What follows belongs to an exercise in optimizing a design on an open flow for a short achievable clock period and few clock cycles; a production flow would make more cautious choices. In this exercise RTL edits were held to simulation tests only and were not proved equivalent to the original. Power figures rest on the tool's default switching activity, not on a simulated workload.

**run.sh**
```bash
#!/bin/bash
# synth_recipe.tcl (not shown) runs the flow's synth.tcl, then flattens the netlist and writes it again
# the make line also repeats each setting of config.mk as NAME=value (left out here)
make -C /OpenROAD-flow-scripts/flow DESIGN_CONFIG=/design/flow/config.mk WORK_HOME=/design/flow/orfs CLKGATE_MAP_FILE= SYNTH_SCRIPT=/design/flow/synth_recipe.tcl finish
```
**config.mk**
```make
export PLATFORM = sky130hd
export DESIGN_NAME = mipsCore
export DESIGN_NICKNAME = mipsCore
export VERILOG_FILES = /design/flow/design.v
export SDC_FILE = /design/flow/constraint.sdc
export NUM_CORES = 4
export LEC_CHECK = 0
export CAP_MARGIN = 20
export CORE_MARGIN = 2
export CORE_UTILIZATION = 25
export PLACE_DENSITY = 0.5
export SETUP_SLACK_MARGIN = 3.0
export SLEW_MARGIN = 20
```
**constraint.sdc**
```tcl
create_clock -name core_clock -period 6.0 [get_ports {clk}]
set_input_delay 1.2000 -clock core_clock [delete_from_list [all_inputs] [get_ports {clk}]]
set_output_delay 1.2000 -clock core_clock [all_outputs]
set_load 0.01 [all_outputs]
```
**design.v**
```verilog
`timescale 1ns/1ps
`default_nettype none
module regFile (
    input  wire         clk,
    input  wire         rst_n,
    input  wire  [4:0]  rs,
    input  wire  [4:0]  rt,
    output wire  [31:0] rsVal,
    output wire  [31:0] rtVal,
    input  wire         wrEn,
    input  wire  [4:0]  wrSel,
    input  wire  [31:0] wrData
);
    logic [32*32-1:0] flat;
    assign flat[31:0] = '0;
    genvar i;
    generate
        for (i = 1; i < 32; i++) begin : g_reg
            logic [31:0] r;
            always_ff @(posedge clk or negedge rst_n) begin
                if (!rst_n) begin
                    r <= '0;
                end else if (wrEn && wrSel == i) begin
                    r <= wrData;
                end
            end
            assign flat[32*i +: 32] = r;
        end
    endgenerate
    assign rsVal = flat[32*rs +: 32];
    assign rtVal = flat[32*rt +: 32];
endmodule
`default_nettype wire
`timescale 1ns/1ps
`default_nettype none
module mipsCore (
    input  wire         clk,
    input  wire         rst_n,
    input  wire         icacheStall,
    input  wire  [31:0] icacheRdata,
    output wire  [29:0] icacheAddr,
    input  wire         dcacheStall,
    input  wire  [31:0] dcacheRdata,
    output wire         dcacheRead,
    output wire         dcacheWrite,
    output wire  [29:0] dcacheAddr,
    output wire  [31:0] dcacheWdata
);
    localparam logic [5:0] OP_R    = 6'h00;
    localparam logic [5:0] OP_BEQ  = 6'h04;
    localparam logic [5:0] OP_ADDI = 6'h08;
    localparam logic [5:0] OP_LW   = 6'h23;
    localparam logic [5:0] OP_SW   = 6'h2b;
    localparam logic [5:0] FN_ADD = 6'h20;
    localparam logic [5:0] FN_SUB = 6'h22;
    localparam logic [5:0] FN_AND = 6'h24;
    localparam logic [5:0] FN_OR  = 6'h25;
    localparam logic [5:0] FN_SLT = 6'h2a;
    wire pipeStall = icacheStall | dcacheStall;
    wire redirect;
    logic        ifValid;
    logic [31:0] ifInstr;
    logic [29:0] ifPcPlus1;
    logic        exRegWrite;
    logic        exMemRead;
    logic        exMemWrite;
    logic        exBranch;
    logic        exSub;
    logic        exAnd;
    logic        exOr;
    logic        exSlt;
    logic [4:0]  exWsel;
    logic [31:0] exA;
    logic [31:0] exB;
    logic [31:0] exS;
    logic        exFwdA;
    logic        exFwdB;
    logic        exFwdS;
    logic [29:0] exTarget;
    logic        memRegWrite;
    logic        memMemRead;
    logic        memMemWrite;
    logic [4:0]  memWsel;
    logic [31:0] memAluOut;
    logic [31:0] memStore;
    logic [29:0] pc;
    wire  [29:0] pcPlus1 = pc + 30'd1;
    wire  [15:0] fImm    = icacheRdata[15:0];
    wire         fTaken  = icacheRdata[31:26] == OP_BEQ &&
                           icacheRdata[25:21] == icacheRdata[20:16];
    wire  [29:0] fTarget = pcPlus1 + {{14{fImm[15]}}, fImm};
    assign icacheAddr = pc;
    always_ff @(posedge clk or negedge rst_n) begin
        if (!rst_n) begin
            pc      <= '0;
            ifValid <= 1'b0;
        end else if (!pipeStall) begin
            if (redirect) begin
                pc      <= exTarget;
                ifValid <= 1'b0;
            end else begin
                pc      <= fTaken ? fTarget : pcPlus1;
                ifValid <= 1'b1;
            end
        end
    end
    always_ff @(posedge clk) begin
        if (!pipeStall) begin
            ifInstr   <= icacheRdata;
            ifPcPlus1 <= pcPlus1;
        end
    end
    wire [5:0]  op     = ifInstr[31:26];
    wire [4:0]  rs     = ifInstr[25:21];
    wire [4:0]  rt     = ifInstr[20:16];
    wire [4:0]  rd     = ifInstr[15:11];
    wire [15:0] imm    = ifInstr[15:0];
    wire [5:0]  funct  = ifInstr[5:0];
    wire [31:0] immExt = {{16{imm[15]}}, imm};
    wire isAdd  = op == OP_R && funct == FN_ADD;
    wire isSubI = op == OP_R && funct == FN_SUB;
    wire isAndI = op == OP_R && funct == FN_AND;
    wire isOrI  = op == OP_R && funct == FN_OR;
    wire isSltI = op == OP_R && funct == FN_SLT;
    wire isR    = isAdd | isSubI | isAndI | isOrI | isSltI;
    wire isAddi = op == OP_ADDI;
    wire isLw   = op == OP_LW;
    wire isSw   = op == OP_SW;
    wire isBr   = op == OP_BEQ && rs != rt && imm != 16'd0;
    wire [4:0] dWsel     = isR ? rd : rt;
    wire       dRegWrite = ifValid && (isR | isAddi | isLw) && dWsel != 5'd0;
    wire       dMemRead  = ifValid && isLw;
    wire       dMemWrite = ifValid && isSw;
    wire       dBranch   = ifValid && isBr;
    wire       aluSrcImm = isAddi | isLw | isSw;
    wire eRs = exRegWrite && exWsel == rs;
    wire eRt = exRegWrite && exWsel == rt;
    wire        mRs  = memRegWrite && memWsel == rs;
    wire        mRt  = memRegWrite && memWsel == rt;
    wire [31:0] mVal = memMemRead ? dcacheRdata : memAluOut;
    wire [31:0] rfRs;
    wire [31:0] rfRt;
    regFile regs (
        .clk    (clk),
        .rst_n  (rst_n),
        .rs     (rs),
        .rt     (rt),
        .rsVal  (rfRs),
        .rtVal  (rfRt),
        .wrEn   (memRegWrite),
        .wrSel  (memWsel),
        .wrData (mVal)
    );
    wire [31:0] rsVal = mRs ? mVal : rfRs;
    wire [31:0] rtVal = mRt ? mVal : rfRt;
    always_ff @(posedge clk or negedge rst_n) begin
        if (!rst_n) begin
            exRegWrite <= 1'b0;
            exMemRead  <= 1'b0;
            exMemWrite <= 1'b0;
            exBranch   <= 1'b0;
        end else if (!pipeStall) begin
            exRegWrite <= dRegWrite && !redirect;
            exMemRead  <= dMemRead && !redirect;
            exMemWrite <= dMemWrite && !redirect;
            exBranch   <= dBranch && !redirect;
        end
    end
    always_ff @(posedge clk) begin
        if (!pipeStall) begin
            exSub      <= isSubI | isSltI;
            exAnd      <= isAndI;
            exOr       <= isOrI;
            exSlt      <= isSltI;
            exWsel     <= dWsel;
            exA        <= rsVal;
            exB        <= aluSrcImm ? immExt : rtVal;
            exS        <= rtVal;
            exFwdA     <= eRs;
            exFwdB     <= eRt && !aluSrcImm;
            exFwdS     <= eRt;
            exTarget   <= ifPcPlus1 + immExt[29:0];
        end
    end
    wire [31:0] opA    = exFwdA ? mVal : exA;
    wire [31:0] opB    = exFwdB ? mVal : exB;
    wire [31:0] stData = exFwdS ? mVal : exS;
    wire [31:0] opBx = opB ^ {32{exSub}};
    wire [32:0] sumx = {opA, 1'b1} + {opBx, exSub};
    wire [31:0] sum  = sumx[32:1];
    wire        lt   = (opA[31] ^ opB[31]) ? opA[31] : sum[31];
    logic [31:0] aluOut;
    always_comb begin
        if (exAnd) begin
            aluOut = opA & opB;
        end else if (exOr) begin
            aluOut = opA | opB;
        end else if (exSlt) begin
            aluOut = {31'd0, lt};
        end else begin
            aluOut = sum;
        end
    end
    assign redirect = exBranch && opA == opB;
    always_ff @(posedge clk or negedge rst_n) begin
        if (!rst_n) begin
            memRegWrite <= 1'b0;
            memMemRead  <= 1'b0;
            memMemWrite <= 1'b0;
        end else if (!pipeStall) begin
            memRegWrite <= exRegWrite;
            memMemRead  <= exMemRead;
            memMemWrite <= exMemWrite;
        end
    end
    always_ff @(posedge clk) begin
        if (!pipeStall) begin
            memWsel   <= exWsel;
            memAluOut <= aluOut;
            memStore  <= stData;
        end
    end
    assign dcacheRead  = memMemRead;
    assign dcacheWrite = memMemWrite;
    assign dcacheAddr  = memAluOut[31:2];
    assign dcacheWdata = memStore;
endmodule
`default_nettype wire
```
==> run notes <==
timing repair:
item / CTS / global route
pin swaps: 118 / 79
buffers inserted: 245 / 66
setup endpoints to repair: 406 / 385
gates cloned: 61 / 14
resized for setup: 667 / 218
cell type report:
cell class,instances,share of cell area
inverter,98,0.00419
timing repair buffer,691,0.0948
multi-input combinational,4320,0.419
antenna,2,0.0000558
sequential,1299,0.378
clock inverter,49,0.00515
clock buffer,208,0.0467
tap,3743,0.0523
registers in the layout (all words and copies together), names as in the netlist, 5 cells and up:
signal     flops
exA           32
memWsel        5
memStore      32
memAluOut     32
exWsel         5
regs.g.r     992
exTarget      30
exB           32
exS           32
ifInstr       32
pc            30
ifPcPlus1     30
cell families (layout without fill, tap and decap cells):
kind of cell    after synthesis  after routing  share of synthesized area
simple gates               1598           1605                     0.0915
compound gates             1592           1592                      0.124
flops                      1299           1299                      0.478
mux                         802            802                      0.218
buf+inv                     673           1046                     0.0389
fa+ha+maj                   162            162                     0.0289
xor+xnor                    159            159                     0.0197
other cells                   0              2                          0
worst max-delay path by stage:
stage / startpoint / end / slack (ns)
after CTS: memMemRead$_DFFE_PN0N_ / memAluOut[0]$_DFFE_PN_ / 2.13
after global routing: memMemRead$_DFFE_PN0N_ / memAluOut[28]$_DFFE_PN_ / 1.95
after floorplan: dcacheRdata[15] / memAluOut[28]$_DFFE_PN_ / 2.07
final: dcacheRdata[9] / memAluOut[28]$_DFFE_PN_ / 2.09
after detailed placement: dcacheRdata[5] / pc[20]$_DFFE_PN0N_ / 0.79
after global placement: dcacheRdata[5] / pc[20]$_DFFE_PN0N_ / 0.86
routing by layer:
| layer | vias to the layer above | track usage | part of all wire |
|---|---|---|---|
| met5 | - | 0 | 0 |
| met4 | 0 | 0.0780 | 0.045 |
| met3 | 541 | 0.0303 | 0.073 |
| met2 | 2362 | 0.302 | 0.47 |
| met1 | 28100 | 0.244 | 0.41 |
| li1 | 23500 | - | - |
per-stage QoR:
step / instance area, µm² / setup WS (ns) / cells
3_5_place_dp: 77100 / 0.787 / 9765
6_report: 89600 / 2.09 / 10400
5_1_grt: 89600 / 1.95 / 10400
3_3_place_gp: 77000 / 0.858 / 9763
2_1_floorplan: 71400 / 2.07 / 6285
4_1_cts: 87700 / 2.13 / 10300
power by group:
part / total, mW / switching, mW / internal [mW]
clock network: 8.92 / 3.88 / 5.04
logic: 3.79 / 2.10 / 1.69
registers: 9.63 / 0.258 / 9.37
total: 22.3 / 6.23 / 16.1
cells in the final DEF, fill, tap and decap left out, drive strengths merged, types with 22 or more instances in the layout:
cell type	n
a21o	58
a21oi	794
a22o	65
and3	27
buf	500
clkbuf	221
clkdlybuf4s50	88
clkinv	39
dfrtp	1030
dlygate4sd2	65
edfxtp	269
ha	160
inv	103
mux2	154
mux2i	72
mux4	576
nand2	542
nand3	33
nand4	22
nor2	846
nor3	51
o21ai	531
xnor2	99
xor2	60
==> flow_summary.json <==
{
  "fin_crit_sh": 0.652,
  "register_area_mm2": 0.0339,
  "setup.worst_path.class": "input port to register",
  "vias": 54500,
  "async_flop_share": 0.793,
  "synthCells": 6285,
  "avgSynthCellArea_um2": 11.3,
  "r2r_slack_ns": 2.11,
  "clock_path_buffers": 3,
  "initial_core_util": 0.251,
  "worstPathRequired_ns": 6.49,
  "multiInputGateArea_mm2": 0.0375,
  "critPathBufInv": 1,
  "r2r_cells": 15,
  "synth_top_area_cell": "dfrtp_1",
  "rows": 195,
  "grt_max_degree": 165,
  "synth_top_area_share": 0.364,
  "leakage_nw": 32.6,
  "tightestPinTransition_ns": 1.19,
  "synth_edf_count": 269,
  "skew_ns": 0.0375,
  "vias_per_cell": 5.24,
  "die_h_um": 536,
  "ys_ff_latch": 1299,
  "rsz0062_at_grt": "true",
  "post-route-util": 0.318,
  "synth.distinct_cells": 78,
  "ys_top_cells_by_count": "dfrtp_1, nor2_1, a21oi_1",
  "detail_route.first_pass.iterations": 8,
  "yosysMostFrequentCell": "dfrtp_1",
  "fmax_mhz": 256,
  "synth-seq-area-share": 0.478,
  "drc": 0,
  "ir_worst_vdd_mv": 0.235,
  "min_path_type": "input port to asynchronous set/reset pin",
  "wl_um": 276000,
  "critical_path_peak_fanout": 6,
  "power_mw": 22.3,
  "synth_area_leaders": "dfrtp_1, mux4_2, edfxtp_1",
  "htreeDepth": 4,
  "r2r-start": "memMemRead$_DFFE_PN0N_",
  "setup_tns_ns": 0,
  "cpMaxStageDelayCell": "clkdlybuf4s50_1",
  "avgRoutedWirePerCell_um": 26.5,
  "min_period_ns": 3.91,
  "crit_family": "compound AO/OA/AOI/OAI gates",
  "ios": 162,
  "arrival_ns": 4.41,
  "routabilityCongestion": 0.870,
  "cts_sinks": 1299,
  "ys.flop_type": "dfrtp_1",
  "syn_nets": 6515,
  "clkLatencyLatePin_ns": 0.81,
  "r2r_end": "memAluOut[28]$_DFFE_PN_",
  "relSlewSlack": 0.209,
  "dieArea_mm2": 0.287,
  "max_cap_violations": 0,
  "path_clk_slew_ns": 0.07,
  "critPathMaxStageDelay_ns": 0.44,
  "final-hold-violation-count": 0,
  "yosysWarningCount": 2,
  "cts_root_buf": "clkbuf_16",
  "nFillCells": 28100,
  "fin_hold_ws_ns": 0.399,
  "drtIter0Drc": 5573,
  "worstPathCellList": "clkdlybuf4s50_1 > mux2i_4 > nand2_1 > o21ai_2 > xnor2_1 > ha_2 > a21oi_2 > o21ai_0 > a221o_1 > nor3_2 > a21oi_4 > a221o_1 > a21oi_2 > xor2_1 > o221ai_1",
  "fin_nets": 6782,
  "finalMaxSlewViolations": 0,
  "dieWidth_um": 536,
  "grt_pass1_wl_um": 391000,
  "grt_pass1_vias": 53800,
  "finalSetupViolCount": 0,
  "crit_cells": 15,
  "dp_hpwl_um": 153000,
  "antenna_found_initial": 5,
  "pwr_density_cell_mw_per_mm2": 249,
  "io_buffers": 161,
  "cp-start-kind": "input port",
  "syn2layout_area_growth_pct": 26.7,
  "cts-hold-fix-buffers": 0,
  "coreArea_mm2": 0.282,
  "endpoint_kind": "register",
  "numCtsBuffers": 142,
  "grt_use_total": 0.186,
  "drtAntennaViolNets": 0,
  "outcome": "finished clean",
  "syn_area_mm2": 0.0708,
  "cts_tree": "built",
  "layout-drive-gt1-share": 0.293,
  "grt_overflow": 0
}
Testbench counts, summed over its fixed seeds: cycles 34,831.

==> separate check: timing with driven ports <==
How much do the figures lean on ideal ports? The routed layout below was timed once more, with nothing changed but the port constraints. Step 1 sets driving cells, clkbuf_16 on the clock port and buf_2 on the other inputs (assumed; they add their load-dependent delay and slew). Step 2 also shifts input and output timing later by t, the mid clock arrival at the registers, as if the neighbouring blocks saw the same clock. Three values: ideal ports, drivers, drivers and shift; two values: the first two.
t, ns: 0.861
slack for setup (ns): 2.088 / 2.114 / 1.268
cell pins on the clock port's net: 1
After both steps setup and hold are still met in this run. The setup slack of this run moves by +0.026 ns with the drivers and by -0.820 ns with both steps.
